From an optimization exercise on the open Yosys and OpenROAD flow, aimed at small area, a short achievable clock period and few clock cycles; shortcuts taken in it are not production practice. No run shown here included a check of the RTL's function; only the layout flow was run. Power figures rest on the tool's default switching activity, not on a simulated workload.

`design.v`:
```
module pipe_delay #(
  parameter int WIDTH = 1,
  parameter int DEPTH = 1
) (
  input  logic             clk,
  input  logic             xrst,
  input  logic [WIDTH-1:0] din,
  output logic [WIDTH-1:0] dout
);
  logic [WIDTH-1:0] stage [DEPTH];
  always_ff @(posedge clk) begin
    if (!xrst) begin
      for (int i = 0; i < DEPTH; i++) begin
        stage[i] <= '0;
      end
    end else begin
      stage[0] <= din;
      for (int i = 1; i < DEPTH; i++) begin
        stage[i] <= stage[i-1];
      end
    end
  end
  assign dout = stage[DEPTH-1];
endmodule
module line_mem (
  input  logic        clk,
  input  logic [4:0]  sel,
  input  logic [15:0] din,
  output logic [15:0] dout
);
  logic [15:0] s1;
  logic [15:0] s2  [2];
  logic [15:0] s4  [4];
  logic [15:0] s8  [8];
  logic [15:0] s14 [14];
  logic [15:0] x1, x2, x4, x8;
  always_ff @(posedge clk) begin
    s1 <= din;
    s2[0] <= x1;
    for (int i = 1; i < 2; i++) s2[i] <= s2[i-1];
    s4[0] <= x2;
    for (int i = 1; i < 4; i++) s4[i] <= s4[i-1];
    s8[0] <= x4;
    for (int i = 1; i < 8; i++) s8[i] <= s8[i-1];
    s14[0] <= x8;
    for (int i = 1; i < 14; i++) s14[i] <= s14[i-1];
  end
  assign x1   = sel[0] ? s1      : din;
  assign x2   = sel[1] ? s2[1]   : x1;
  assign x4   = sel[2] ? s4[3]   : x2;
  assign x8   = sel[3] ? s8[7]   : x4;
  assign dout = sel[4] ? s14[13] : x8;
endmodule
module window_shift (
  input  logic          clk,
  input  logic [15:0]   pixel,
  input  logic [4:0]    line_sel,
  input  logic [8:0]    tap_en,     
  output logic [143:0]  win         
);
  logic [15:0] w [9];               
  logic [15:0] u2, u1, u0;          
  logic [15:0] a1, a2, b1, b2;      
  logic [15:0] y1, y0;
  line_mem line1 (.clk(clk), .sel(line_sel), .din(a2), .dout(y1));
  line_mem line0 (.clk(clk), .sel(line_sel), .din(b2), .dout(y0));
  always_ff @(posedge clk) begin
    u2 <= pixel;
    a1 <= u2;
    a2 <= a1;
    u1 <= y1;
    b1 <= u1;
    b2 <= b1;
    u0 <= y0;
    w[8] <= tap_en[8] ? pixel : 16'd0;
    w[7] <= tap_en[7] ? u2    : 16'd0;
    w[6] <= tap_en[6] ? w[7]  : 16'd0;
    w[5] <= tap_en[5] ? y1    : 16'd0;
    w[4] <= tap_en[4] ? u1    : 16'd0;
    w[3] <= tap_en[3] ? w[4]  : 16'd0;
    w[2] <= tap_en[2] ? y0    : 16'd0;
    w[1] <= tap_en[1] ? u0    : 16'd0;
    w[0] <= tap_en[0] ? w[1]  : 16'd0;
  end
  always_comb begin
    for (int t = 0; t < 9; t++)
      win[t*16 +: 16] = w[t];
  end
endmodule
module linebuf_ctrl (
  input  logic        clk,
  input  logic        xrst,
  input  logic [5:0]  img_size,
  input  logic [5:0]  fil_size,
  input  logic [5:0]  pad_size,
  input  logic        req,
  output logic        ack,
  output logic        ready,
  output logic [4:0]  line_sel,
  output logic [8:0]  tap_en,       
  output logic        start,
  output logic        valid,
  output logic        stop
);
  logic       pend_v;
  logic [5:0] pend_n;
  logic       pend_f1, pend_f2, pend_p1, pend_small;
  logic       in_busy;
  logic [5:0] in_n;
  logic [4:0] in_n1, in_n2;        
  logic [4:0] in_per1, in_per2;    
  logic       in_f1, in_f2, in_p1;
  logic       in_r4, in_r5;        
  logic [4:0] icol, irow;
  logic       coll, rowl, in_last;
  logic [5:0] hold;                
  logic [5:0] in_r;
  logic [6:0] timer;               
  logic [3:0] sdly;
  logic       take, go, fire, gap_ok;
  logic [6:0] d0p2;
  logic [5:0] lin_d;
  logic       o_act;
  logic [4:0] wr, wc;
  logic [4:0] o_n1, o_nn1, o_nn2, o_per1, o_per2;
  logic       o_p1, o_last;
  logic       wcl, r0m, r2m, c0m, c2m;
  logic       wcl_n, r0m_n, r2m_n, c0m_n, c2m_n, p1_n, mask_on;
  assign take    = req && ack;
  assign in_last = coll && rowl;
  assign gap_ok  = (in_busy && in_last) ? (pend_small ? in_r4 : in_r5)
                                        : (hold <= (pend_small ? 6'd5 : 6'd6));
  assign go      = pend_v && (!in_busy || in_last) && timer[6:1] == '0 && gap_ok;
  assign fire    = timer == 7'd1;
  assign d0p2    = pend_f1 ? 7'd6 :
                   pend_p1 ? ((pend_n <= 6'd3) ? 7'd6 : {1'b0, pend_n} + 7'd3) :
                             ((pend_n <= 6'd3) ? 7'd10 : {pend_n, 1'b0} + 7'd4);
  assign in_r    = pend_f1 ? 6'd5 : (pend_p1 || pend_f2) ? pend_n + 6'd2 : 6'd1;
  always_ff @(posedge clk) begin
    if (!xrst) begin
      pend_v  <= 1'b0;
      ack     <= 1'b1;
      in_busy <= 1'b0;
      ready   <= 1'b0;
      hold    <= '0;
      timer   <= '0;
      sdly    <= '0;
    end else begin
      if (take) begin
        pend_v <= 1'b1;
        ack    <= 1'b0;
      end else if (go) begin
        pend_v <= 1'b0;
        ack    <= 1'b1;
      end
      if (go) begin
        in_busy <= 1'b1;
        ready   <= 1'b1;
      end else if (in_busy && in_last) begin
        in_busy <= 1'b0;
        ready   <= 1'b0;
      end else if (in_busy) begin
        ready   <= coll || (ready && icol != in_n1);
      end
      if (in_busy && in_last)
        hold <= in_r4 ? 6'd4 : in_r5 ? 6'd5 : {1'b0, in_n1} + 6'd3;
      else if (hold != '0)
        hold <= hold - 1'b1;
      if (go)
        timer <= d0p2;
      else if (timer != '0)
        timer <= timer - 1'b1;
      sdly <= {sdly[2:0], go};
    end
  end
  always_ff @(posedge clk) begin
    if (take) begin
      pend_n     <= img_size;
      pend_f1    <= fil_size[1:0] == 2'd1;
      pend_f2    <= fil_size[1:0] == 2'd2;
      pend_p1    <= pad_size[0];
      pend_small <= fil_size[1:0] == 2'd1 || (pad_size[0] && img_size <= 6'd3);
    end
  end
  always_ff @(posedge clk) begin
    if (go) begin
      in_n    <= pend_n;
      in_n1   <= 5'(pend_n - 6'd1);
      in_n2   <= 5'(pend_n - 6'd2);
      in_per1 <= (pend_f1 || pend_n >= 6'd3) ? 5'(pend_n - 6'd1) : 5'd2;
      in_per2 <= (pend_f1 || pend_n >= 6'd3) ? 5'(pend_n - 6'd2) : 5'd1;
      in_f1   <= pend_f1;
      in_f2   <= pend_f2;
      in_p1   <= pend_p1;
      in_r4   <= in_r <= 6'd4;
      in_r5   <= in_r <= 6'd5;
      icol    <= '0;
      irow    <= '0;
      coll    <= pend_f1 && pend_n == 6'd1;
      rowl    <= pend_n == 6'd1;
    end else if (in_busy) begin
      if (coll) begin
        icol <= '0;
        irow <= irow + 1'b1;
        coll <= in_per1 == '0;
        rowl <= irow == in_n2;
      end else begin
        icol <= icol + 1'b1;
        coll <= icol == in_per2;
      end
    end
  end
  assign lin_d = (in_f1 || in_n <= 6'd3) ? 6'd0 : in_n - 6'd3;
  always_ff @(posedge clk) begin
    if (sdly[3])
      line_sel <= (lin_d >= 6'd14) ? {1'b1, 4'(lin_d - 6'd14)} : {1'b0, lin_d[3:0]};
  end
  assign o_last = wr == o_n1 && wc == o_n1;
  always_comb begin
    wcl_n   = wcl;
    r0m_n   = r0m;
    r2m_n   = r2m;
    c0m_n   = c0m;
    c2m_n   = c2m;
    p1_n    = o_p1;
    mask_on = o_act && !o_last;
    if (fire) begin
      wcl_n   = in_per1 == '0;
      r0m_n   = 1'b1;
      r2m_n   = in_n1 == '0;
      c0m_n   = 1'b1;
      c2m_n   = in_n1 == '0;
      p1_n    = in_p1;
      mask_on = 1'b1;
    end else if (wcl) begin
      wcl_n = o_per1 == '0;
      r0m_n = 1'b0;
      r2m_n = wr == o_nn2;
      c0m_n = 1'b1;
      c2m_n = o_nn1 == '0;
    end else begin
      wcl_n = wc == o_per2;
      c0m_n = 1'b0;
      c2m_n = wc == o_nn2;
    end
    for (int r = 0; r < 3; r++)
      for (int c = 0; c < 3; c++)
        tap_en[r*3+c] = !(mask_on && p1_n && ((r == 0 && r0m_n) || (r == 2 && r2m_n) ||
                                              (c == 0 && c0m_n) || (c == 2 && c2m_n)));
  end
  always_ff @(posedge clk) begin
    if (!xrst) begin
      o_act <= 1'b0;
      start <= 1'b0;
      valid <= 1'b0;
      stop  <= 1'b0;
    end else if (fire) begin
      o_act <= 1'b1;
      start <= 1'b1;
      valid <= 1'b1;
      stop  <= 1'b0;
    end else if (o_act) begin
      start <= 1'b0;
      if (o_last) begin
        o_act <= 1'b0;
        valid <= 1'b0;
        stop  <= 1'b1;
      end else begin
        valid <= wcl || (valid && wc != o_n1);
      end
    end else begin
      start <= 1'b0;
      valid <= 1'b0;
      stop  <= 1'b0;
    end
  end
  always_ff @(posedge clk) begin
    if (fire) begin
      wr     <= '0;
      wc     <= '0;
      o_nn1  <= in_n1;
      o_nn2  <= in_n2;
      o_per1 <= in_per1;
      o_per2 <= in_per2;
      o_n1   <= (in_f1 || in_p1) ? in_n1 : in_f2 ? in_n2 : 5'(in_n2 - 1'b1);
    end else if (wcl) begin
      wc <= '0;
      wr <= wr + 1'b1;
    end else begin
      wc <= wc + 1'b1;
    end
    wcl  <= wcl_n;
    r0m  <= r0m_n;
    r2m  <= r2m_n;
    c0m  <= c0m_n;
    c2m  <= c2m_n;
    o_p1 <= p1_n;
  end
endmodule
module linebuf_pad_top (
  input  logic          clk,
  input  logic          xrst,
  input  logic [5:0]    img_size,
  input  logic [5:0]    fil_size,
  input  logic [5:0]    pad_size,
  input  logic          req,
  input  logic [15:0]   pixel,
  output logic          ack,
  output logic          ready,
  output logic [143:0]  win,      
  output logic          start,
  output logic          valid,
  output logic          stop
);
  logic [4:0] line_sel;
  logic [8:0] tap_en;
  linebuf_ctrl ctrl_unit (
    .clk      (clk),
    .xrst     (xrst),
    .img_size (img_size),
    .fil_size (fil_size),
    .pad_size (pad_size),
    .req      (req),
    .ack      (ack),
    .ready    (ready),
    .line_sel (line_sel),
    .tap_en   (tap_en),
    .start    (start),
    .valid    (valid),
    .stop     (stop)
  );
  window_shift win_shift (
    .clk      (clk),
    .pixel    (pixel),
    .line_sel (line_sel),
    .tap_en   (tap_en),
    .win      (win)
  );
endmodule
```
`run.sh`:
```
#!/bin/bash
# synth_recipe.tcl (not shown) runs the flow's synth.tcl, then flattens the netlist and writes it again
# the make line also repeats each setting of config.mk as NAME=value (left out here)
make -C /OpenROAD-flow-scripts/flow DESIGN_CONFIG=/design/flow/config.mk WORK_HOME=/design/flow/orfs CLKGATE_MAP_FILE= SYNTH_SCRIPT=/design/flow/synth_recipe.tcl finish
```
`config.mk`:
```
export PLATFORM = sky130hd
export DESIGN_NAME = linebuf_pad_top
export DESIGN_NICKNAME = linebuf_pad_top
export VERILOG_FILES = /design/flow/design.v
export SDC_FILE = /design/flow/constraint.sdc
export NUM_CORES = 4
export LEC_CHECK = 0
export CAP_MARGIN = 20
export CORE_MARGIN = 2
export CORE_UTILIZATION = 40
export CTS_BUF_LIST = sky130_fd_sc_hd__clkbuf_16
export CTS_CLUSTER_DIAMETER = 80
export CTS_CLUSTER_SIZE = 30
export SETUP_SLACK_MARGIN = 3.5
export SLEW_MARGIN = 20
```
`constraint.sdc`:
```
create_clock -name core_clock -period 6.0 [get_ports {clk}]
set_input_delay 1.2000 -clock core_clock [delete_from_list [all_inputs] [get_ports {clk}]]
set_output_delay 1.2000 -clock core_clock [all_outputs]
set_load 0.01 [all_outputs]
```
==> results of run 1 <==
==> metrics by stage <==
stage	total power [mW]	hold slack, ns	area, um^2
global route	16.60	0.3262	37340
CTS	16.02	0.3228	37160
global placement	11.71	0.3095	35130
finish	15.88	0.3152	37340
detailed placement	11.81	0.3121	35140
floorplan	11.01	0.3096	32230
==> worst max-delay path, stage by stage, from the launching register on <==
cell and delay [ns]:
edfxtp_1 0.43, buf_12 0.17, buf_12 0.16, mux2_4 0.30, mux2_4 0.28, mux2_4 0.30
mux2_4 0.29, mux2_4 0.29, a21boi_1 0.14
==> cells in the mapped netlist (4+ instances only) <==
cell / n / area share (%)
a31oi_1: 8 / 0.16
nand2b_1: 7 / 0.14
nor2b_1: 32 / 0.62
xnor2_1: 37 / 1.0
mux2_4: 30 / 1.4
nor4_1: 11 / 0.21
mux2_2: 132 / 4.6
o211ai_1: 6 / 0.14
o21a_1: 21 / 0.49
and2_1: 37 / 0.72
or2_2: 4 / 0.078
buf_1: 5 / 0.058
inv_1: 23 / 0.27
nor3_1: 20 / 0.31
nand4_1: 12 / 0.23
and3_1: 51 / 0.99
nand2_1: 39 / 0.45
a21oi_1: 21 / 0.33
clkbuf_1: 46 / 0.54
ha_1: 21 / 0.82
nor2_1: 44 / 0.51
a21boi_1: 12 / 0.28
xor2_1: 41 / 1.1
dfxtp_1: 1217 / 76
a21boi_0: 9 / 0.21
nand3b_1: 5 / 0.12
o21ai_0: 19 / 0.30
edfxtp_1: 72 / 6.7
o22ai_1: 4 / 0.078
nand3_1: 18 / 0.28
==> layout make-up <==
class	instances	area share [%]
clock buffer	55	3.686
inverter	24	0.3116
sequential	1289	71.25
multi-input combinational	675	15.19
tap	1060	3.552
antenna	1	0.006702
clock inverter	12	0.4255
timing repair buffer	220	5.576
==> power by group <==
group          leakage [nW]  internal [mW]  switching [mW]
registers              10.9           9.56           0.406
clock network         0.760           1.71            2.49
logic                  3.65          0.793           0.912
total                  15.3           12.1            3.81
==> sequential cells by signal, indices dropped and copies added (netlist names), 6 cells and up <==
register,flops
win_shift.line0.s14,224
win_shift.line1.s14,224
win_shift.w,144
win_shift.line0.s8,128
win_shift.line1.s8,128
win_shift.line0.s4,64
win_shift.line1.s4,64
win_shift.line0.s2,32
win_shift.line1.s2,32
win_shift.a1,16
win_shift.a2,16
win_shift.b2,16
win_shift.line0.s1,16
win_shift.line1.s1,16
win_shift.u0,16
win_shift.u1,16
win_shift.u2,16
ctrl_unit.timer,7
ctrl_unit.hold,6
ctrl_unit.in_n,6
ctrl_unit.pend_n,6
==> metal layers <==
metal	vias up	routed length [um]	GRT usage [%]
li1	7136	-	-
met1	7003	24910	16.92
met2	245	25130	21.66
met3	66	2300	2.425
met4	0	1005	3.264
met5	-	0	0
==> cell families (layout without fill, tap and decap cells) <==
| family | count (synthesis) | in the layout |
|---|---|---|
| flops | 1289 | 1289 |
| simple gates | 292 | 292 |
| mux | 165 | 165 |
| compound gates | 119 | 119 |
| buf+inv | 83 | 311 |
| xor+xnor | 78 | 78 |
| fa+ha+maj | 21 | 21 |
| other cells | 0 | 1 |
==> path summary, 6_finish.rpt <==
| kind | depth (start not counted) | from | endpoint | slack, ns |
|---|---|---|---|---|
| worst max register to register | 8 | ctrl_unit.line_sel[0]$_DFFE_PP_ | win_shift.w[2][6]$_SDFF_PP0_ | 3.50 |
| worst min-delay path | 0 | win_shift.line0.s14[12][6]$_DFF_P_ | win_shift.line0.s14[13][6]$_DFF_P_ | 0.32 |
| worst max-delay path | 8 | ctrl_unit.line_sel[0]$_DFFE_PP_ | win_shift.w[2][6]$_SDFF_PP0_ | 3.50 |
| worst min register to register | 0 | win_shift.line0.s14[12][6]$_DFF_P_ | win_shift.line0.s14[13][6]$_DFF_P_ | 0.32 |
==> timing repair <==
item                                    in CTS  in global routing
endpoints found under the setup margin     343                140
pin swaps                                    3                  2
gates resized for setup                    355                 55
gates cloned                                 4                  1
setup buffers                               16                 13
==> impl_metrics.sql, run 1 <==
INSERT INTO impl_metrics (metric_group, metric, value, unit) VALUES
('outcome', 'outcome', 'complete, no violations', ''),
('floorplanning', 'start_util', '40.21', '%'),
('route', 'dr_total_vias', '14450', ''),
('synth', 'syn_avg_cell_area', '15.74', 'um^2'),
('sta', 'worst_slew_pin_slew', '0.9588', 'ns'),
('floorplanning', 'floorplan.die_area', '0.08285', 'mm^2'),
('finish', 'most_common_library_cell_in_the_layout_ignoring_fill_and_taps', 'dfxtp_1', ''),
('setup_path', 'kind_of_critical_path', 'reg2reg', ''),
('worst_hold_path', 'hold_path.class', 'reg2reg', ''),
('synth', 'synth_compound_area_share', '2.516', '%'),
('power_and_ir_drop', 'cellPowerDensity', '425.2', 'mW/mm^2'),
('synth', 'synth_warnings', '8', ''),
('finish', 'layout.area.seq', '0.02661', 'mm^2'),
('sta', 'finalCritPeriodShare', '41.71', '%'),
('clocking', 'cts.hold.buffers_added', '0', ''),
('route', 'totalWireLength', '53350', 'um'),
('synth', 'synth_seq_area_share', '82.31', '%'),
('synth', 'syn_inst', '2047', ''),
('job', 'max_cap_violations', '0', ''),
('synth', 'synthArstFlopShare', '0', '%'),
('route', 'drt-pass1-iter-count', '5', ''),
('finish', 'design.final.nets', '2320', ''),
('sta', 'relSlewSlack', '35.98', '%'),
('synth', 'ys_seq_elements', '1289', ''),
('sta', 'finalCriticalPeriod', '2.502', 'ns'),
('synth', 'ys_dominant_reg_cell', 'dfxtp_1', ''),
('synth', 'post_synth_fa_ha_maj_area_fraction', '0.8153', '%'),
('clocking', 'cts.sink_count', '1289', ''),
('setup_path', 'worst_ep_required_time', '6.49', 'ns'),
('floorplanning', 'coreArea', '0.08016', 'mm^2'),
('grt', 'wire_length_of_the_first_global_routing_pass', '83180', 'um'),
('synth', 'synth_nets', '2105', ''),
('finish', 'final_cell_count_without_fillers', '3336', ''),
('setup_path', 'cp_max_fo', '8', ''),
('finish', 'final_core_util', '46.58', '%'),
('power_and_ir_drop', 'vdd_ir_drop_max', '0.2414', 'mV'),
('clocking', 'clockRootBuffer', 'clkbuf_16', ''),
('clocking', 'clkTransAtPathRegs', '0.10', 'ns'),
('route', 'detailedRoute.firstIterationViolations', '792', ''),
('clocking', 'cts_inserted_buffers', '52', ''),
('route', 'wl_per_cell', '15.99', 'um'),
('placement', 'dp_cells', '3234', ''),
('sta', 'timing.final.max_slew_violations', '0', ''),
('synth', 'dominant_combinational_cell_family_by_area_after_synthesis', 'multiplexers', ''),
('synth', 'synth-simple-area-share', '5.008', '%'),
('finish', 'drive_above_1_share', '16.26', '%'),
('placement', 'gp_congestion', '0.8018', ''),
('clocking', 'tritoncts_clock_tree', 'yes', ''),
('placement', 'detailedPlacementHpwl', '34520', 'um'),
('synth', 'synthMuxAreaShare', '6.103', '%'),
('sta', 'clock_skew', '0.02561', 'ns'),
('sta', 'finalHoldViolCount', '0', ''),
('grt', 'first_global_vias', '14799', ''),
('synth', 'count_of_flip_flops_with_a_built_in_enable_after_synthesis', '72', ''),
('finish', 'most_used_cells_in_the_layout_excluding_fill_and_tap_cells', 'dfxtp_1, mux2_2, mux2_4', ''),
('finish', 'area.growth.synth_to_final', '15.87', '%'),
('clocking', 'htree_levels', '2', ''),
('floorplanning', 'floorplan.rows', '104', ''),
('power_and_ir_drop', 'leakage_power_summed_over_all_cells', '15.34', 'nW'),
('sta', 'final_critical_path_setup_slack', '3.498', 'ns'),
('grt', 'grt_util_all_layers', '12.82', '%'),
('grt', 'grt_antenna_before_repair', '1', ''),
('synth', 'synthXorXnorAreaFrac', '2.120', '%'),
('route', 'final_antenna_violating_net_count', '0', ''),
('finish', 'multi_input_comb_area', '0.005673', 'mm^2'),
('sta', 'max_freq', '0.3996', 'GHz'),
('placement', 'placement.io_buffers', '176', ''),
('route', 'detail_route.drc_violations', '0', ''),
('grt', 'grt_remaining_overflow', '0', ''),
('synth', 'total_standard_cell_area_after_synthesis', '0.03223', 'mm^2'),
('floorplanning', 'chip_height', '287.8', 'um');
==> run 2, diff against run 1 <==
--- a/config.mk
+++ b/config.mk
@@ -11,5 +11,5 @@
 export CTS_BUF_LIST = sky130_fd_sc_hd__clkbuf_16
 export CTS_CLUSTER_DIAMETER = 80
 export CTS_CLUSTER_SIZE = 30
-export SETUP_SLACK_MARGIN = 3.5
+export SETUP_SLACK_MARGIN = 3.8
 export SLEW_MARGIN = 20
==> run 2 against run 1 <==
  * Flip-flop and latch count unchanged
  * Count of clock-buffer cells in the layout fell by 2
  * Clock power shrank 1%
  * Fmax up 0.57%
  * Sequential power about the same
  * Register-to-register slack barely moved
  * Via count increased by 1.4%
  * Critical path type unchanged
==> impl_metrics.sql, run 2 <==
INSERT INTO impl_metrics (metric_group, metric, value, unit) VALUES
('clocking', 'cts.hold.buffers_added', '0', ''),
('floorplanning', 'pin_count', '186', ''),
('route', 'post_drt_via_cell_ratio', '4.335', ''),
('setup_path', 'cpMaxStageDelayCell', 'edfxtp_1', ''),
('power_and_ir_drop', 'vdd_ir_drop_max', '0.2515', 'mV'),
('setup_path', 'cp_max_fo', '8', ''),
('route', 'drt-pass1-iter-count', '5', ''),
('sta', 'finalHoldViolCount', '0', ''),
('route', 'totalWireLength', '56180', 'um'),
('setup_path', 'cp_cell_sequence', 'buf_6 > clkbuf_16 > mux2_4 > mux2_4 > mux2_4 > mux2_4 > mux2_4 > o21a_1', ''),
('finish', 'drive_above_1_share', '26.74', '%'),
('job', 'max_cap_violations', '0', ''),
('placement', 'dp_cells', '3234', ''),
('synth', 'yosys.area.top_type', 'dfxtp_1', ''),
('clocking', 'cts_inserted_buffers', '52', ''),
('floorplanning', 'start_util', '40.21', '%'),
('finish', 'final_cell_count_without_fillers', '3380', ''),
('setup_path', 'critPathCaptureType', 'flip-flop', ''),
('grt', 'grt_util_all_layers', '13.54', '%'),
('sta', 'setup_total_negative_slack', '0', 'ns'),
('finish', 'area.growth.synth_to_final', '18.41', '%'),
('floorplanning', 'floorplan.die_area', '0.08285', 'mm^2'),
('sta', 'whs', '0.3113', 'ns'),
('route', 'detail_route.drc_violations', '0', ''),
('route', 'final_antenna_violating_net_count', '0', ''),
('sta', 'relSlewSlack', '43.73', '%'),
('synth', 'netlist_top_cells_area', 'dfxtp_1, edfxtp_1, mux2_2', ''),
('synth', 'total_standard_cell_area_after_synthesis', '0.03223', 'mm^2'),
('setup_path', 'largest_stage_delay_on_the_critical_path', '0.46', 'ns'),
('setup_path', 'worst_ep_required_time', '6.54', 'ns'),
('route', 'dr_total_vias', '14652', ''),
('synth', 'synthArstFlopShare', '0', '%'),
('floorplanning', 'die_width', '287.8', 'um'),
('grt', 'grt_remaining_overflow', '0', ''),
('synth', 'yosysMostFrequentCell', 'dfxtp_1', ''),
('synth', 'ys_dominant_reg_cell', 'dfxtp_1', ''),
('route', 'detailedRoute.firstIterationViolations', '823', ''),
('clocking', 'clockRootBuffer', 'clkbuf_16', ''),
('placement', 'gp_congestion', '0.7962', ''),
('clocking', 'cts.sink_count', '1289', ''),
('synth', 'count_of_flip_flops_with_a_built_in_enable_after_synthesis', '72', ''),
('synth', 'synth_nets', '2105', ''),
('sta', 'timing.final.max_slew_violations', '0', ''),
('synth', 'synth_commonest_cells', 'dfxtp_1, mux2_2, edfxtp_1, and3_1, clkbuf_1', ''),
('sta', 'worst_slew_pin_slew', '0.8429', 'ns'),
('placement', 'detailedPlacementHpwl', '34510', 'um'),
('clocking', 'clkTransAtPathRegs', '0.11', 'ns'),
('grt', 'grt_max_degree', '33', ''),
('sta', 'finalCritPeriodShare', '41.47', '%'),
('finish', 'design.final.nets', '2363', ''),
('sta', 'clock_skew', '0.03473', 'ns'),
('clocking', 'clockBufferDepth', '3', ''),
('sta', 'finalCriticalPeriod', '2.488', 'ns'),
('clocking', 'htree_levels', '2', ''),
('setup_path', 'critPathArrivalTime', '3.03', 'ns'),
('synth', 'syn_inst', '2047', ''),
('synth', 'syn_avg_cell_area', '15.74', 'um^2'),
('finish', 'most_used_cells_in_the_layout_excluding_fill_and_tap_cells', 'dfxtp_1, buf_6, dfxtp_2', ''),
('placement', 'dp_area', '0.03514', 'mm^2'),
('grt', 'grt_antenna_before_repair', '2', ''),
('finish', 'fillers', '6882', ''),
('finish', 'most_common_library_cell_in_the_layout_ignoring_fill_and_taps', 'dfxtp_1', ''),
('floorplanning', 'floorplan.rows', '104', ''),
('synth', 'synth.top_cell.area_share', '75.60', '%'),
('sta', 'rsz0062_at_grt', 'yes', ''),
('setup_path', 'cp_num_buf_inv', '2', ''),
('setup_path', 'cp_common_cell', 'mux2_4', ''),
('power_and_ir_drop', 'cellPowerDensity', '427.0', 'mW/mm^2'),
('route', 'wl_per_cell', '16.62', 'um'),
('floorplanning', 'coreArea', '0.08016', 'mm^2'),
('clocking', 'tritoncts_clock_tree', 'yes', ''),
('placement', 'placement.io_buffers', '176', ''),
('grt', 'first_global_vias', '15190', ''),
('sta', 'max_freq', '0.4019', 'GHz'),
('synth', 'ys_seq_elements', '1289', ''),
('synth', 'synth_warnings', '8', ''),
('setup_path', 'timing.critical_path.max_delay_family', 'multiplexers', ''),
('finish', 'reg_top3', 'win_shift.line0.s14 (224), win_shift.line1.s14 (224), win_shift.w (144)', ''),
('setup_path', 'cp-start-kind', 'flip-flop', ''),
('worst_hold_path', 'hold_path.class', 'reg2reg', ''),
('outcome', 'outcome', 'complete, no violations', ''),
('finish', 'final_area', '0.03816', 'mm^2'),
('floorplanning', 'chip_height', '287.8', 'um'),
('synth', 'synth_cell_types', '59', ''),
('synth', 'synth_seq_area_share', '82.31', '%'),
('setup_path', 'kind_of_critical_path', 'reg2reg', ''),
('grt', 'wire_length_of_the_first_global_routing_pass', '87250', 'um'),
('clocking', 'clk_latency', '0.64', 'ns'),
('finish', 'final_core_util', '47.61', '%'),
('sta', 'setup_viol_count_final', '0', ''),
('power_and_ir_drop', 'leakage_power_summed_over_all_cells', '15.72', 'nW');
-- run 2: cell counts after synthesis --
No cell type changed its count.
-- run 2: layout make-up --
class | count | area [um^2] | area share (%)
tap | 1060 | 1326 | 3.476
timing repair buffer | 260 | 2711 | 7.105
sequential | 1289 | 26720 | 70.02
clock inverter | 15 | 186.4 | 0.4885
antenna | 1 | 2.502 | 0.006558
clock buffer | 53 | 1326 | 3.476
multi-input combinational | 676 | 5764 | 15.11
timing repair inverter | 2 | 17.52 | 0.04590
inverter | 24 | 106.4 | 0.2787
-- run 2: metrics by stage --
step | power [mW] | setup slack (ns)
after floorplan | 11.02 | 3.784
after global placement | 11.72 | 1.899
after detailed placement | 11.81 | 1.792
after CTS | 16.33 | 3.480
after global routing | 17.03 | 3.466
final | 16.29 | 3.512
-- run 2: worst paths after layout --
path | depth (start not counted) | from | slack, ns | end
hold reg to reg | 0 | win_shift.u1[7]$_DFF_P_ | 0.31 | win_shift.w[4][7]$_DFF_P_
setup reg to reg | 8 | ctrl_unit.line_sel[0]$_DFFE_PP_ | 3.51 | win_shift.w[5][8]$_SDFF_PP0_
hold / removal | 0 | win_shift.u1[7]$_DFF_P_ | 0.31 | win_shift.w[4][7]$_DFF_P_
setup / recovery | 8 | ctrl_unit.line_sel[0]$_DFFE_PP_ | 3.51 | win_shift.w[5][8]$_SDFF_PP0_
-- run 2: metal layers --
layer	part of all wire, %	up-vias	global-route usage (%)
li1	-	7224	-
met1	47	7077	18.28
met2	46	268	22.25
met3	4.6	83	2.488
met4	2.3	0	3.834
met5	0	-	0
-- run 2: power by group --
part           internal (mW)  switching (mW)
clock                   1.66            2.51
sequential              9.59           0.445
combinational           1.06            1.03
-- run 2: what timing repair did --
action,CTS,global route
pin swaps,16,9
endpoints found under the setup margin,391,345
endpoints found under the hold margin,0,0
cloned,14,2
gates resized for setup,883,102
buffers inserted,50,11
-- run 2: kinds of logic (layout without fill, tap and decap cells) --
| kind of cell | after synthesis | in the layout | synth area share [%] |
|---|---|---|---|
| other | 0 | 1 | 0 |
| flip-flops | 1289 | 1289 | 82.31 |
| adder cells (fa/ha/maj) | 21 | 21 | 0.8153 |
| buffers and inverters | 83 | 354 | 1.130 |
| AO/OA/AOI/OAI | 119 | 119 | 2.516 |
| XOR/XNOR | 78 | 78 | 2.120 |
| AND/OR/NAND/NOR | 292 | 293 | 5.008 |
| multiplexers | 165 | 165 | 6.103 |

## re-timing with driven ports
The results above use ideal ports. As a check the final layouts listed here were re-extracted and re-timed, cells and wires unchanged. Step 1: set_driving_cell puts a clkbuf_16 on clk and a buf_2 on each other input, an assumption about the parent block. Step 2 times the ports against the registers' clock, not the clock port: input delays grow and output delays shrink by t, the midpoint of the rising clock arrivals with the driver on. a / b / c = ideal ports / drivers / drivers and shift; a / b = the first two.
run | t (ns) | setup WS [ns] | worst register clock-pin slew, ns | worst data-port slew with drivers (ns) | pins driven straight from the clock port
run 1 | 0.682 | 3.498 / 3.494 / 3.347 | 0.11 / 0.11 | 0.04 | 1
run 2 | 0.691 | 3.512 / 3.512 / 3.512 | 0.11 / 0.11 | 0.04 | 1
After both steps setup and hold are still met in every run listed. The setup slack of run 1, which loses most, moves by -0.004 ns with the drivers and by -0.151 ns with both steps.
